This design comes from an exercise in tuning for small area on the open sky130 flow, not from production work.
RTL that was checked went through simulation tests only; none was proved equivalent to the original.

## fir_tap_top
module fir_tap_top (
    input  wire         clk_i,
    input  wire         rst_i,
    input  fir_tap_pkg::tap_sample_t sample_i,
    input  fir_tap_pkg::coeff_ctrl_t coeff_ctrl_i,
    input  fir_tap_pkg::acc_t        c_i,
    input  fir_tap_pkg::acc_t        pcin_i,
    output fir_tap_pkg::acc_t        p_o
);
    fir_tap_pkg::acc_t c_aligned;
    fir_tap_pkg::acc_t mac;
    fir_tap_addend_path i_addend_path (
        .clk_i       (clk_i),
        .rst_i       (rst_i),
        .c_i         (c_i),
        .c_aligned_o (c_aligned)
    );
    fir_tap_mult_path i_mult_path (
        .clk_i        (clk_i),
        .rst_i        (rst_i),
        .sample_i     (sample_i),
        .coeff_ctrl_i (coeff_ctrl_i),
        .c_aligned_i  (c_aligned),
        .mac_o        (mac)
    );
    fir_tap_post_adder i_post_adder (
        .clk_i     (clk_i),
        .rst_i     (rst_i),
        .mac_i     (mac),
        .pcin_i    (pcin_i),
        .p_o       (p_o)
    );
endmodule
For scale: roughly 1900 cells after synthesis, ~280 flip-flops, ~0.020 mm² of cells after synthesis.
==> flow/config.mk <==
export PLATFORM = sky130hd
export DESIGN_NAME = fir_tap_top
export DESIGN_NICKNAME = fir_tap_top
export VERILOG_FILES = /design/flow/design.v
export SDC_FILE = /design/flow/constraint.sdc
export NUM_CORES = 4
export LEC_CHECK = 0
export CAP_MARGIN = 20
export CORE_MARGIN = 2
export CORE_UTILIZATION = 40
export SLEW_MARGIN = 20
==> flow/constraint.sdc <==
create_clock -name core_clock -period 7.0 [get_ports {clk_i}]
set_input_delay 1.4000 -clock core_clock [delete_from_list [all_inputs] [get_ports {clk_i}]]
set_output_delay 1.4000 -clock core_clock [all_outputs]
set_load 0.01 [all_outputs]
standard.sh (not shown) runs the stock make flow with config.mk's settings and CLKGATE_MAP_FILE= SYNTH_SCRIPT=/design/flow/synth_recipe.tcl, a recipe that flattens the netlist after the stock synthesis.
==> flow/flow/run.sh <==
#!/bin/bash
# Own layout flow: the standard ORFS flow, with
#  - synthesis mapped by ABC for area (flow/abc.script) instead of ORFS's delay script;
#    everything else in synthesis, and so every register, is as in the standard synthesis
#  - port buffers of the smallest buffer cell, and no dummy clock-tree loads.
# Each step's full output is in orfs/logs/; make's own output in flow_*.log here.
set -euo pipefail
W=$(pwd)
F=$W/flow
export MY_ABC_SCRIPT=$F/abc.script
SYNTH="SYNTH_SCRIPT=$F/synth.tcl"
KNOBS=(ABC_AREA=1 ABC_CLOCK_PERIOD_IN_PS=7000
       "BUFFER_PORTS_ARGS=-buffer_cell sky130_fd_sc_hd__buf_1"
       "CTS_ARGS=-sink_clustering_enable -repair_clock_nets -dont_use_dummy_load")
if [[ -f $F/knobs.sh ]]; then source $F/knobs.sh; fi
make -C "$FLOW_HOME" DESIGN_CONFIG="$W/config.mk" WORK_HOME="$W/orfs" CLKGATE_MAP_FILE= \
  "$SYNTH" "${KNOBS[@]}" synth > "$W/flow_synth.log" 2>&1
make -C "$FLOW_HOME" DESIGN_CONFIG="$W/config.mk" WORK_HOME="$W/orfs" CLKGATE_MAP_FILE= \
  "$SYNTH" "${KNOBS[@]}" finish > "$W/flow_finish.log" 2>&1
R=$W/orfs/results/$FLOW_PLATFORM/fir_tap_top/base
: # left out here: write the final layout as DEF
==> flow/flow/abc.script <==
strash; dch; map -a; topo; stime -c
==> flow/flow/knobs.sh <==
KNOBS=(ABC_AREA=1 ABC_CLOCK_PERIOD_IN_PS=7000
       "BUFFER_PORTS_ARGS=-buffer_cell sky130_fd_sc_hd__buf_1"
       "CTS_ARGS=-sink_clustering_enable -repair_clock_nets -dont_use_dummy_load -buf_list {sky130_fd_sc_hd__clkbuf_4 sky130_fd_sc_hd__clkbuf_8}"
       GPL_TIMING_DRIVEN=0)
==> flow/flow/synth.tcl <==
proc synth {args} { yosys synth -nofsm -noshare -noabc {*}$args }
proc abc {args} {
  set i [lsearch -exact $args -script]
  if {$i >= 0 && [info exists ::env(MY_ABC_SCRIPT)]} {
    set args [lreplace $args [expr {$i + 1}] [expr {$i + 1}] $::env(MY_ABC_SCRIPT)]
  }
  yosys abc {*}$args
}
source $::env(SCRIPTS_DIR)/synth.tcl
# left out here: clear keep_hierarchy, flatten, clean up, hide names made inside functions, write 1_2_yosys.v
==> next run, changes <==
--- a/flow/flow/run.sh
+++ b/flow/flow/run.sh
@@ -2,4 +2,13 @@
-# Own layout flow: the standard ORFS flow, with
-#  - synthesis mapped by ABC for area (flow/abc.script) instead of ORFS's delay script;
-#    everything else in synthesis, and so every register, is as in the standard synthesis
-#  - port buffers of the smallest buffer cell, and no dummy clock-tree loads.
+# Own layout flow: the standard ORFS flow (same make targets, config.mk and
+# SDC), with these changes:
+#  - synthesis (flow/synth.tcl, synth_recipe.tcl with two wrappers): Yosys's
+#    synth runs with -noabc, so extract_fa finds the adder cells in clean
+#    gates rather than in ABC's inverted forms, and the final ABC mapping uses
+#    flow/abc.script (area-oriented "map -a") instead of ORFS's delay script.
+#    Every other synthesis step, and so every register, is as in the
+#    standard synthesis.
+#  - port buffers are the smallest buffer cell (buf_1), global placement is
+#    not timing driven (repair_timing after CTS and global routing still
+#    fixes setup), and CTS uses clkbuf_8 in clusters of up to 20 registers without dummy
+#    loads (flow/knobs.sh).
+# flow/knobs.sh, if present, adjusts the make variables.
==> flow/flow/knobs.sh (replaced) <==
KNOBS=(ABC_AREA=1 ABC_CLOCK_PERIOD_IN_PS=7000
       "BUFFER_PORTS_ARGS=-buffer_cell sky130_fd_sc_hd__buf_1"
       "CTS_ARGS=-sink_clustering_enable -repair_clock_nets -dont_use_dummy_load -sink_clustering_size 16 -sink_clustering_max_diameter 80 -buf_list {sky130_fd_sc_hd__clkbuf_8}"
       GPL_TIMING_DRIVEN=0)
After rerunning:
- The new run finished with timing, DRC and antenna clean
- final area fell slightly
- fmax fell slightly
- worst setup slack loses 21 ps
- count of clock-buffer cells in the layout fell by 26
- final cell count fell slightly
- hold slack loses 24 ps
- global-route usage fell by 0.32 points
- register-to-register slack loses 20 ps
==> next run, changes <==
==> flow/flow/knobs.sh (replaced) <==
KNOBS=(ABC_AREA=1 ABC_CLOCK_PERIOD_IN_PS=7000
       "BUFFER_PORTS_ARGS=-buffer_cell sky130_fd_sc_hd__buf_1"
       "CTS_ARGS=-sink_clustering_enable -repair_clock_nets -dont_use_dummy_load -sink_clustering_size 20 -sink_clustering_max_diameter 50 -buf_list {sky130_fd_sc_hd__clkbuf_8}"
       GPL_TIMING_DRIVEN=0)
KNOBS+=(PLACE_DENSITY=0.75)
Result: Cell count went up by 0.43%. Worst hold slack is better by 20 ps. Die area is unchanged. Via count went up by 1.4%. Register-to-register slack hardly moves. Design area went up by 0.92%. Setup slack is better by 7.6 ps. First-iteration DRC count went down by 1.7%. Global-route usage went up by 0.21 points.
==> next run, changes <==
==> flow/flow/knobs.sh (replaced) <==
KNOBS=(ABC_AREA=1 ABC_CLOCK_PERIOD_IN_PS=7000
       "BUFFER_PORTS_ARGS=-buffer_cell sky130_fd_sc_hd__buf_1"
       "CTS_ARGS=-sink_clustering_enable -repair_clock_nets -dont_use_dummy_load -sink_clustering_size 20 -sink_clustering_max_diameter 80 -buf_list {sky130_fd_sc_hd__clkbuf_8}"
       GPL_TIMING_DRIVEN=0)
Effect: Setup slack stays flat; clock-buffer cell count went down by 13; global-route usage shrinks by 0.18 points; final area falls by 1.2%; clock skew increases by 37 ps.

fir_tap_top, a different RTL version from the one above (not shown whole).
Size in the first run: ~1900 cells after synthesis, roughly 20000 um2 of cells after synthesis.
clock: 7.0 ns
lec_check: 0
cap_margin: 20
core_margin: 2
core_utilization: 40
slew_margin: 20
==> flow/flow/run.sh <==
#!/bin/bash
# Own layout flow: the standard ORFS flow, with
#  - synthesis mapped by ABC for area (flow/abc.script) instead of ORFS's delay script;
#    everything else in synthesis, and so every register, is as in the standard synthesis
#  - port buffers of the smallest buffer cell, and no dummy clock-tree loads.
# Each step's full output is in orfs/logs/; make's own output in flow_*.log here.
set -euo pipefail
W=$(pwd)
F=$W/flow
export MY_ABC_SCRIPT=$F/abc.script
SYNTH="SYNTH_SCRIPT=$F/synth.tcl"
KNOBS=(ABC_AREA=1 ABC_CLOCK_PERIOD_IN_PS=7000
       "BUFFER_PORTS_ARGS=-buffer_cell sky130_fd_sc_hd__buf_1"
       "CTS_ARGS=-sink_clustering_enable -repair_clock_nets -dont_use_dummy_load")
if [[ -f $F/knobs.sh ]]; then source $F/knobs.sh; fi
make -C "$FLOW_HOME" DESIGN_CONFIG="$W/config.mk" WORK_HOME="$W/orfs" CLKGATE_MAP_FILE= \
  "$SYNTH" "${KNOBS[@]}" synth > "$W/flow_synth.log" 2>&1
make -C "$FLOW_HOME" DESIGN_CONFIG="$W/config.mk" WORK_HOME="$W/orfs" CLKGATE_MAP_FILE= \
  "$SYNTH" "${KNOBS[@]}" finish > "$W/flow_finish.log" 2>&1
R=$W/orfs/results/$FLOW_PLATFORM/fir_tap_top/base
: # left out here: write the final layout as DEF
==> flow/flow/knobs.sh <==
KNOBS=(ABC_AREA=1 ABC_CLOCK_PERIOD_IN_PS=7000
       "BUFFER_PORTS_ARGS=-buffer_cell sky130_fd_sc_hd__buf_1"
       "CTS_ARGS=-sink_clustering_enable -repair_clock_nets -dont_use_dummy_load -sink_clustering_size 16 -sink_clustering_max_diameter 60 -buf_list {sky130_fd_sc_hd__clkbuf_8}"
       GPL_TIMING_DRIVEN=0)
KNOBS+=(RECOVER_POWER=100)
Scripts as last shown in full above: flow/flow/abc.script, flow/flow/synth.tcl
The baseline finished with capacitance limit, slew limit left.
Change:
==> flow/flow/knobs.sh (replaced) <==
KNOBS=(ABC_AREA=1 ABC_CLOCK_PERIOD_IN_PS=7000
       "BUFFER_PORTS_ARGS=-buffer_cell sky130_fd_sc_hd__buf_1"
       "CTS_ARGS=-sink_clustering_enable -repair_clock_nets -dont_use_dummy_load -sink_clustering_size 20 -sink_clustering_max_diameter 50 -buf_list {sky130_fd_sc_hd__clkbuf_8}"
       GPL_TIMING_DRIVEN=0)
Effect: With this change the flow completed without violations; clock-buffer cell count rises by 7; sequential share of layout area hardly moves; die area is unchanged; non-clock buffer count falls by 3; global-route usage climbs by 0.17 points; area after synthesis stays the same; worst hold slack gets better by 0.0060 ns; wire length barely changes.
Change:
--- a/flow/flow/knobs.sh
+++ b/flow/flow/knobs.sh
@@ -4,0 +5 @@
+KNOBS+=(CAP_MARGIN=5 SLEW_MARGIN=5)
=> The new run passed the timing, DRC and antenna checks. Die area stays the same. Cell area rose by 0.79%. Setup slack degrades by 0.023 ns. Hold slack improves by 0.021 ns. Fmax fell by about 0.35%. Sequential share of layout area fell by 0.14 points. Register-to-register slack degrades by 0.02 ns. Wire length rose by 1.1%. Synthesized area is unchanged.
Function was not checked in any run of this note: the RTL went through the layout flow alone.

separate check: timing with driven ports:
How much do the figures lean on ideal ports? The routed layouts below were timed once more, with nothing changed but the port constraints. Step 1 assumes that a clkbuf_16 drives the clock port and a buf_2 every other input. Step 2 adds t to the input delays and takes it off the output delays; t is the mean of the earliest and latest rising clock arrival at the registers after step 1. Input paths then give back, and output paths get back, about the clock's delay inside the block. a / b / c = no drivers / after step 1 / after step 2; a / b = the first two.
| run | t, ns | setup slack, ns | worst slew at a driven data input, ns | cell pins on the clock port's net |
|---|---|---|---|---|
| the first run of note 1 | 0.642 | 0.286 / 0.286 / -0.186 | 0.06 | 1 |
| the second run of note 1 | 0.615 | 0.265 / 0.265 / -0.121 | 0.07 | 1 |
| the third run of note 1 | 0.609 | 0.272 / 0.272 / -0.216 | 0.07 | 1 |
| the fourth run of note 1 | 0.619 | 0.273 / 0.273 / -0.164 | 0.07 | 1 |
| the first run of note 2 | 0.668 | 0.262 / 0.262 / -0.082 | 0.07 | 1 |
| the second run of note 2 | 0.621 | 0.233 / 0.233 / -0.068 | 0.08 | 1 |
| the third run of note 2 | 0.623 | 0.210 / 0.210 / -0.035 | 0.08 | 1 |
For the third run of note 1, which loses most, drivers alone change the setup slack by 0.000 ns; drivers and shift together by -0.488 ns.
